This is an optimization exercise on Yosys and OpenROAD, whose aim is small area and a short achievable clock period, not a production implementation. Where RTL was checked, it was by simulation tests only, not by an equivalence proof against the original. No activity file was given, so power comes from the tool's default toggle rates. The flow treats the clock pin as an ideal source, which a real chip does not have.

## video_ctrl_top
module video_ctrl_top (
    input  logic                           clk,
    input  logic                           reset_n,
    input  logic                           reg_wr,
    input  logic [video_pkg::ADDR_W-1:0]   reg_addr,
    input  logic [video_pkg::DATA_W-1:0]   reg_wdata,
    output logic                           mem_req,
    output logic [video_pkg::ADDR_W-1:0]   mem_addr,
    input  logic                           mem_credit,
    input  logic                           mem_rsp_valid,
    input  logic [video_pkg::DATA_W-1:0]   mem_rsp_data,
    output logic [3:0]                     sync,     
    output logic [23:0]                    rgb       
);
    video_pkg::ctrl_cfg_t          ctrl_cfg;
    video_pkg::axis_cfg_t          h_cfg;
    video_pkg::axis_cfg_t          v_cfg;
    video_pkg::fetch_cfg_t         fetch_cfg;
    logic               pix_tick;
    logic               active;
    logic               fetch_line;
    logic               line_step;
    logic               line_wrap;
    logic               fifo_wr;
    video_pkg::rgb_t               fifo_wdata;
    logic               fifo_pop;              
    video_pkg::rgb_t               fifo_rdata;
    logic               fifo_empty;
    video_regs i_video_regs (
        .clk       (clk),
        .reset_n   (reset_n),
        .reg_wr    (reg_wr),
        .reg_addr  (reg_addr),
  ...
Size: ~2300 cells after synthesis, ~740 flip-flops, ~34000 um2 of cells after synthesis.
export LEC_CHECK = 0
export CAP_MARGIN = 20
export CORE_MARGIN = 2
export CORE_UTILIZATION = 40
export SETUP_SLACK_MARGIN = 5
export SLEW_MARGIN = 20
create_clock -name core_clock -period 9.0 [get_ports {clk}]
standard.sh (not shown) runs the stock make flow with config.mk's settings and CLKGATE_MAP_FILE= SYNTH_SCRIPT=/design/flow/synth_recipe.tcl, a recipe that flattens the netlist after the stock synthesis.
==> flow/flow/run.sh <==
#!/bin/bash
# Standard ORFS layout with fast port buffers and no CTS dummy loads.
set -euo pipefail
bash standard.sh \
  "BUFFER_PORTS_ARGS=-buffer_cell sky130_fd_sc_hd__buf_2" \
  "CTS_ARGS=-sink_clustering_enable -repair_clock_nets -dont_use_dummy_load" \
  "SETUP_SLACK_MARGIN=6.5" \
  finish > standard.log 2>&1
The baseline produced a clean layout.
Change:
--- a/flow/flow/run.sh
+++ b/flow/flow/run.sh
@@ -7 +7 @@
-  "SETUP_SLACK_MARGIN=6.5" \
+  "SETUP_SLACK_MARGIN=6" \
Result: Synthesized cell count does not change. Via count drops by 6.1%. Sequential share of layout area climbs by 3.7 points. Wire length drops by 9.1%. Clock power drops by about 1%. Global-route usage drops by 1.7 points. Final area drops by 6.7%. Maximum frequency drops by 3.5%. Worst setup slack loses 110 ps.
Function was not checked in any run of this note: the RTL went through the layout flow alone.

---

video_ctrl_top, a different RTL version from the one above (not shown whole).
Size in the first run: about 2200 cells after synthesis, about 720 flip-flops, about 0.033 mm2 of cells after synthesis.
==> flow/config.mk <==
export PLATFORM = sky130hd
export DESIGN_NAME = video_ctrl_top
export DESIGN_NICKNAME = video_ctrl_top
export VERILOG_FILES = /design/flow/design.v
export SDC_FILE = /design/flow/constraint.sdc
export NUM_CORES = 4
export LEC_CHECK = 0
export CAP_MARGIN = 20
export CORE_MARGIN = 2
export CORE_UTILIZATION = 40
export SETUP_SLACK_MARGIN = 5
export SLEW_MARGIN = 20
==> flow/constraint.sdc <==
create_clock -name core_clock -period 9.0 [get_ports {clk}]
set_input_delay 1.8000 -clock core_clock [delete_from_list [all_inputs] [get_ports {clk}]]
set_output_delay 1.8000 -clock core_clock [all_outputs]
set_load 0.01 [all_outputs]
run.sh (not shown) runs the stock make flow with config.mk's settings and CLKGATE_MAP_FILE= SYNTH_SCRIPT=/design/flow/synth_recipe.tcl, a recipe that flattens the netlist after the stock synthesis.
Stock flow here: none of the scripts above is used.
==> next run, changes <==
==> flow/flow/run.sh (new file) <==
#!/bin/bash
# Standard ORFS layout with fast port buffers and no CTS dummy loads.
set -euo pipefail
bash standard.sh \
  "BUFFER_PORTS_ARGS=-buffer_cell sky130_fd_sc_hd__buf_2" \
  "CTS_ARGS=-sink_clustering_enable -repair_clock_nets -dont_use_dummy_load -sink_clustering_size 24 -sink_clustering_max_diameter 150" \
  "SETUP_SLACK_MARGIN=5.85" \
  finish > standard.log 2>&1
==> flow/standard.sh (new file) <==
#!/bin/bash
# synth_recipe.tcl (not shown) runs the flow's synth.tcl, then flattens the netlist and writes it again
# the make line also repeats each setting of config.mk as NAME=value (left out here)
make -C /OpenROAD-flow-scripts/flow DESIGN_CONFIG=/design/flow/config.mk WORK_HOME=/design/flow/orfs CLKGATE_MAP_FILE= SYNTH_SCRIPT=/design/flow/synth_recipe.tcl "${@:-finish}"
removed: flow/run.sh
After rerunning:
- worst hold slack improves by 0.0070 ns
- cell area went down by about 5.4%
- setup slack improves by 0.62 ns
- die area stays the same
- power went down by about 15%
- non-clock buffer count went down by 3
- wire length stays flat
- maximum frequency went up by about 20%
- flip-flop and latch count is unchanged
==> next run, changes <==
- CORE_UTILIZATION: 40 -> 55
Result: Maximum frequency drops by 1.2%. Flip-flop and latch count stays the same. Routed wire length drops by 2.4%. Combinational power drops by about 2%. Count of clock-buffer cells in the layout is unchanged. Worst hold slack gets worse by 0.023 ns. Design area drops by 0.69%. Die area drops by 27%. Area after synthesis stays the same. Clock skew drops by 0.025 ns. Critical path depth is unchanged.
==> next run, changes <==
--- a/flow/flow/run.sh
+++ b/flow/flow/run.sh
@@ -7 +7 @@
-  "SETUP_SLACK_MARGIN=5.85" \
+  "SETUP_SLACK_MARGIN=6" \
- CORE_UTILIZATION: 55 -> 40
What happened: The new run completed without violations. Utilization went down by 16 points. Count of clock-buffer cells in the layout stays the same. Wire length went up by 6.3%. Total power went up by 2.7%. Fmax went up by 2.1%. Register-to-register slack is better by 0.04 ns. Clock skew climbs by 0.046 ns.

---

run A:
Another version of the RTL of video_ctrl_top (not shown whole).
Size: about 2400 cells after synthesis, about 160 I/O pins, roughly 0.034 mm^2 of cells after synthesis.
Settings: LEC_CHECK=0, CAP_MARGIN=20, CORE_MARGIN=2, CORE_UTILIZATION=40, SLEW_MARGIN=20; clock period 9.0 ns.
Stock flow here: none of the scripts above is used.
Run A closes out successfully: all stages finished, all timing, DRC and antenna checks passed.
Here is what was changed in the inputs of run B compared with run A.
Settings: ABC_CLOCK_PERIOD_IN_PS now 3000, previously not set; SETUP_SLACK_MARGIN now 5, previously not set.
Per the comparison of run B with run A, first-iteration DRC count shows an increase of 8.8%; switching part of the total shows no meaningful change; share of power burned in combinational logic shows an increase of 0.2 points. There was hardly any difference in total number of nets in the final design between run B and run A. Diff run B..run A | final core utilization | negligible. For run A, the cell type of the slowest stage on the worst timing path was dfrtp_2, unlike run B, where it was dfrtp_4. Routed via count essentially unchanged between run A and run B. Global-route wire length before repair, run A and run B: lower on run B. Xor/xnor cell area share of the yosys netlist: run B vs run A identical. Run A and run B ended up with roughly the same final-layout non-clock buffer area share.
The inputs of run C differ from those of run B as listed below.
Settings: clearing ABC_CLOCK_PERIOD_IN_PS, which used to be 3000.
==> flow/flow/run.sh (new file) <==
#!/bin/bash
# Standard ORFS layout with fast port buffers and no CTS dummy loads.
set -euo pipefail
bash standard.sh \
  "BUFFER_PORTS_ARGS=-buffer_cell sky130_fd_sc_hd__buf_2" \
  "CTS_ARGS=-sink_clustering_enable -repair_clock_nets -dont_use_dummy_load" \
  finish > standard.log 2>&1
==> flow/standard.sh (new file) <==
#!/bin/bash
# synth_recipe.tcl (not shown) runs the flow's synth.tcl, then flattens the netlist and writes it again
# the make line also repeats each setting of config.mk as NAME=value (left out here)
make -C /OpenROAD-flow-scripts/flow DESIGN_CONFIG=/design/flow/config.mk WORK_HOME=/design/flow/orfs CLKGATE_MAP_FILE= SYNTH_SCRIPT=/design/flow/synth_recipe.tcl "${@:-finish}"
removed: flow/run.sh
Findings:
Summary: with run B as the reference, standby leakage power in run C moved down slightly.
[run C vs run B] cell area after layout: lower in run C
Relative to run B, core utilization has gone down in run C.
Of run B and run C, the lower share of the cycle needed by the critical path after routing belongs to run B.
Count of clock-buffer cells in the layout, run B and run C: larger value in run B
Inputs modified between run C and run D:
==> flow/run.sh (new file) <==
#!/bin/bash
# synth_recipe.tcl (not shown) runs the flow's synth.tcl, then flattens the netlist and writes it again
# the make line also repeats each setting of config.mk as NAME=value (left out here)
make -C /OpenROAD-flow-scripts/flow DESIGN_CONFIG=/design/flow/config.mk WORK_HOME=/design/flow/orfs CLKGATE_MAP_FILE= SYNTH_SCRIPT=/design/flow/synth_recipe.tcl finish
removed: flow/flow/run.sh
removed: flow/standard.sh
Findings:
Run D vs run C: fraction of area in registers down. Run comparison: run D category of the most critical setup path flop to flop; run C category of the most critical setup path input port to flop. Run D vs. run C: global-route wire length before repair up 1200 um, critical path depth now larger.

---

== main ==
RTL: one of the versions met above, not the one the previous note started from.
Size in the first run: about 2200 cells after synthesis, about 160 I/O pins.
Design video_ctrl_top, start of the top module:
module video_ctrl_top (
    input  logic                           clk,
    input  logic                           reset_n,
    input  logic                           reg_wr,
    input  logic [video_pkg::ADDR_W-1:0]   reg_addr,
    input  logic [video_pkg::DATA_W-1:0]   reg_wdata,
    output logic                           mem_req,
    output logic [video_pkg::ADDR_W-1:0]   mem_addr,
    input  logic                           mem_credit,
    input  logic                           mem_rsp_valid,
    input  logic [video_pkg::DATA_W-1:0]   mem_rsp_data,
    output logic [3:0]                     sync,     
    output logic [23:0]                    rgb       
);
export LEC_CHECK = 0
export CAP_MARGIN = 20
export CORE_MARGIN = 2
export CORE_UTILIZATION = 40
export SETUP_SLACK_MARGIN = 5
export SLEW_MARGIN = 20
create_clock -name core_clock -period 9.0 [get_ports {clk}]
standard.sh (not shown) runs the stock make flow with config.mk's settings and CLKGATE_MAP_FILE= SYNTH_SCRIPT=/design/flow/synth_recipe.tcl, a recipe that flattens the netlist after the stock synthesis.
==> flow/flow/run.sh <==
#!/bin/bash
# Standard ORFS layout with fast port buffers and no CTS dummy loads.
set -euo pipefail
bash standard.sh \
  "BUFFER_PORTS_ARGS=-buffer_cell sky130_fd_sc_hd__buf_2" \
  "CTS_ARGS=-sink_clustering_enable -repair_clock_nets -dont_use_dummy_load -sink_clustering_size 20 -sink_clustering_max_diameter 120" \
  "SETUP_SLACK_MARGIN=5.85" \
  finish > standard.log 2>&1
> inputs changed (main -> the feature branch)
==> flow/flow/run.sh <==
#!/bin/bash
# Standard ORFS layout with fast port buffers and no CTS dummy loads.
set -euo pipefail
bash standard.sh \
  "BUFFER_PORTS_ARGS=-buffer_cell sky130_fd_sc_hd__buf_2" \
  "CTS_ARGS=-sink_clustering_enable -repair_clock_nets -dont_use_dummy_load -sink_clustering_size 24 -sink_clustering_max_diameter 150" \
  "SETUP_SLACK_MARGIN=5.7" \
  finish > standard.log 2>&1
--- outcome ---
Final-layout worst hold slack delta (main -> the feature branch): insignificant. Per the comparison of the feature branch with main, fraction of the core area covered by cells at the end of the flow has decreased, first-pass GRT wire length fell about 0.6%.

---

Setup of lane 1:
Another version of the RTL of video_ctrl_top (not shown whole).
Size: ~160 I/O pins, roughly 32000 um^2 of cells after synthesis.
==> flow/config.mk <==
export PLATFORM = sky130hd
export DESIGN_NAME = video_ctrl_top
export DESIGN_NICKNAME = video_ctrl_top
export VERILOG_FILES = /design/flow/design.v
export SDC_FILE = /design/flow/constraint.sdc
export NUM_CORES = 4
export LEC_CHECK = 0
export CAP_MARGIN = 20
export CORE_MARGIN = 2
export CORE_UTILIZATION = 60
export PLACE_DENSITY = 0.7
export SETUP_SLACK_MARGIN = 5
export SLEW_MARGIN = 20
==> flow/constraint.sdc <==
create_clock -name core_clock -period 9.0 [get_ports {clk}]
set_input_delay 1.8000 -clock core_clock [delete_from_list [all_inputs] [get_ports {clk}]]
set_output_delay 1.8000 -clock core_clock [all_outputs]
set_load 0.01 [all_outputs]
==> flow/flow/run.sh <==
#!/bin/bash
# Standard ORFS layout with fast port buffers and no CTS dummy loads.
set -euo pipefail
bash standard.sh \
  "BUFFER_PORTS_ARGS=-buffer_cell sky130_fd_sc_hd__buf_2" \
  "CTS_ARGS=-sink_clustering_enable -repair_clock_nets -dont_use_dummy_load -sink_clustering_size 24 -sink_clustering_max_diameter 150" \
  "SETUP_SLACK_MARGIN=6" \
  finish > standard.log 2>&1
The inputs of lane 2 differ from those of lane 1 as listed below.
- CORE_UTILIZATION changed from 60 to 40
- PLACE_DENSITY removed (was 0.7)
[summary]
- Launch point of the worst path: i_line_fetch.remaining[5] -> lane 1, i_line_fetch.remaining[3] -> lane 2
- Any difference in combined flip-flop and latch cell area between lane 2 and lane 1 is small enough to ignore.
- | total power | lane 2 vs lane 1 | ≈ equal |
- From lane 1 to lane 2 the numbers moved as follows: relative contribution of the clock network to total power moved up, time the worst path needs with I/O delays and setup saw an increase, vias after detailed routing -211.
- Lane 2 ends up with a number of post-CTS setup repair buffers that is 22 higher than in lane 1.
No run of this note included a check of the RTL's function; only the layout flow was run.

---

## wip/lagoon
video_ctrl_top, a different RTL version from the one above (not shown whole).
Size in the first run: about 2500 cells after synthesis, roughly 740 flip-flops, roughly 160 I/O pins, about 35000 um^2 of cells after synthesis.
Settings: LEC_CHECK=0, CAP_MARGIN=20, CORE_MARGIN=2, CORE_UTILIZATION=40, SETUP_SLACK_MARGIN=5, SLEW_MARGIN=20; clock period 9.0 ns.
==> flow/flow/run.sh <==
#!/bin/bash
# Standard ORFS layout with fast port buffers and no CTS dummy loads.
set -euo pipefail
bash standard.sh \
  "BUFFER_PORTS_ARGS=-buffer_cell sky130_fd_sc_hd__buf_2" \
  "CTS_ARGS=-sink_clustering_enable -repair_clock_nets -dont_use_dummy_load -buf_list sky130_fd_sc_hd__clkbuf_4" \
  finish > standard.log 2>&1
Modified inputs, wip/maple compared to wip/lagoon
diff --git a/flow/flow/run.sh b/flow/flow/run.sh
--- a/flow/flow/run.sh
+++ b/flow/flow/run.sh
@@ -6 +6 @@
-  "CTS_ARGS=-sink_clustering_enable -repair_clock_nets -dont_use_dummy_load -buf_list sky130_fd_sc_hd__clkbuf_4" \
+  "CTS_ARGS=-sink_clustering_enable -repair_clock_nets -dont_use_dummy_load" \
Findings:
- wip/maple finished every step from synthesis to the final layout, and the layout passed the timing, DRC and antenna checks.
- wip/maple ends up with lower insertion delay of the later-clocked pin in the worst-skew pair than wip/lagoon does.
- wip/maple consumes more power than wip/lagoon does.
- Relative to wip/lagoon, per-cell routed wire length increased by 2.2% in wip/maple.
- Lower sequential share of layout area was reported by wip/maple, not wip/lagoon.
- After detailed routing, wip/lagoon needs more wire than wip/maple.
- Run comparison: wip/lagoon launch point of the critical path i_pixel_fifo.rd_ptr[1]; wip/maple launch point of the critical path reg_addr[11]
- Sort wip/lagoon and wip/maple by critical path depth desc -> top: wip/lagoon
No run of this note included a check of the RTL's function; only the layout flow was run.

---

## job 7077
Another version of the RTL of video_ctrl_top (not shown whole).
For scale: ~720 flip-flops, about 0.033 mm^2 of cells after synthesis.
Settings: LEC_CHECK=0, CAP_MARGIN=20, CORE_MARGIN=2, CORE_UTILIZATION=40, SETUP_SLACK_MARGIN=5, SLEW_MARGIN=20; clock period 9.0 ns.
==> flow/flow/run.sh <==
#!/bin/bash
# Standard ORFS layout with fast port buffers and no CTS dummy loads.
set -euo pipefail
bash standard.sh \
  "BUFFER_PORTS_ARGS=-buffer_cell sky130_fd_sc_hd__buf_2" \
  "CTS_ARGS=-sink_clustering_enable -repair_clock_nets -dont_use_dummy_load -sink_clustering_size 30 -sink_clustering_max_diameter 200" \
  "SETUP_SLACK_MARGIN=6" \
  finish > standard.log 2>&1
Job 7077: no failed stages, no open violations at the end
Here is what was changed in the inputs of job 8271 compared with job 7077.
-- flow/flow/run.sh --
<<< job 7077, line 6
  "CTS_ARGS=-sink_clustering_enable -repair_clock_nets -dont_use_dummy_load -sink_clustering_size 30 -sink_clustering_max_diameter 200" \
>>> job 8271, line 6
  "CTS_ARGS=-sink_clustering_enable -repair_clock_nets -dont_use_dummy_load" \
Findings:
Going from job 7077 to job 8271, the first-pass GRT wire length was found to have gone up by 3.1 mm. [job 8271] area growth from synthesis to layout rose 3.7 points relative to job 7077. Job 8271 and job 7077 ended up with roughly the same number of slew-limit violations in the final report. The endpoint of the worst setup timing path comes out i_video_regs.v_cfg[25] in one run and i_video_regs.fetch_cfg[30] in the other, namely in job 7077 and job 8271 respectively. Status: fmax parity (job 7077, job 8271).
No functional check of the RTL was part of any run of this note.

[afterwards: timing with drivers on the ports]
No port has a modelled driver above. Below, the same layouts with a new extraction and two added sets of constraints.
Step 1: set_driving_cell puts a clkbuf_16 on clk and a buf_2 on each other input, an assumption about the parent block.
Step 2 also shifts input and output timing later by t, the mid clock arrival at the registers, as if the neighbouring blocks saw the same clock.
a / b / c = ideal / step 1 / step 2; a / b = the first two.
| run | t (ns) | setup WS [ns] | pins driven straight from the clock port |
|---|---|---|---|
| the first run of note 1 | 0.672 | 5.877 / 5.826 / 5.235 | 1 |
| the second run of note 1 | 0.665 | 5.763 / 5.783 / 5.118 | 1 |
| the first run of note 2 | 0.694 | 5.304 / 5.270 / 4.577 | 1 |
| the second run of note 2 | 0.625 | 5.929 / 5.905 / 5.342 | 1 |
| the third run of note 2 | 0.620 | 5.891 / 5.898 / 5.310 | 1 |
| the fourth run of note 2 | 0.620 | 5.955 / 5.921 / 5.423 | 1 |
| run A | 0.683 | 4.676 / 4.676 / 4.119 | 1 |
| run B | 0.696 | 5.196 / 5.196 / 4.567 | 1 |
| run C | 0.666 | 5.091 / 5.131 / 4.464 | 1 |
| run D | 0.696 | 5.196 / 5.196 / 4.567 | 1 |
| main | 0.652 | 5.938 / 5.899 / 5.335 | 1 |
| the feature branch | 0.627 | 5.750 / 5.789 / 5.162 | 1 |
| lane 1 | 0.623 | 5.831 / 5.831 / 5.399 | 1 |
| lane 2 | 0.657 | 5.802 / 5.802 / 5.374 | 1 |
| wip/lagoon | 1.131 | 5.167 / 5.167 / 4.589 | 1 |
| wip/maple | 0.668 | 5.247 / 5.267 / 4.623 | 1 |
| job 7077 | 0.669 | 5.820 / 5.842 / 5.183 | 1 |
| job 8271 | 0.669 | 5.816 / 5.850 / 5.181 | 1 |
After both steps every run listed still meets setup and hold. The setup slack of the first run of note 2, which loses most, moves by -0.034 ns with the drivers and by -0.727 ns with both steps.
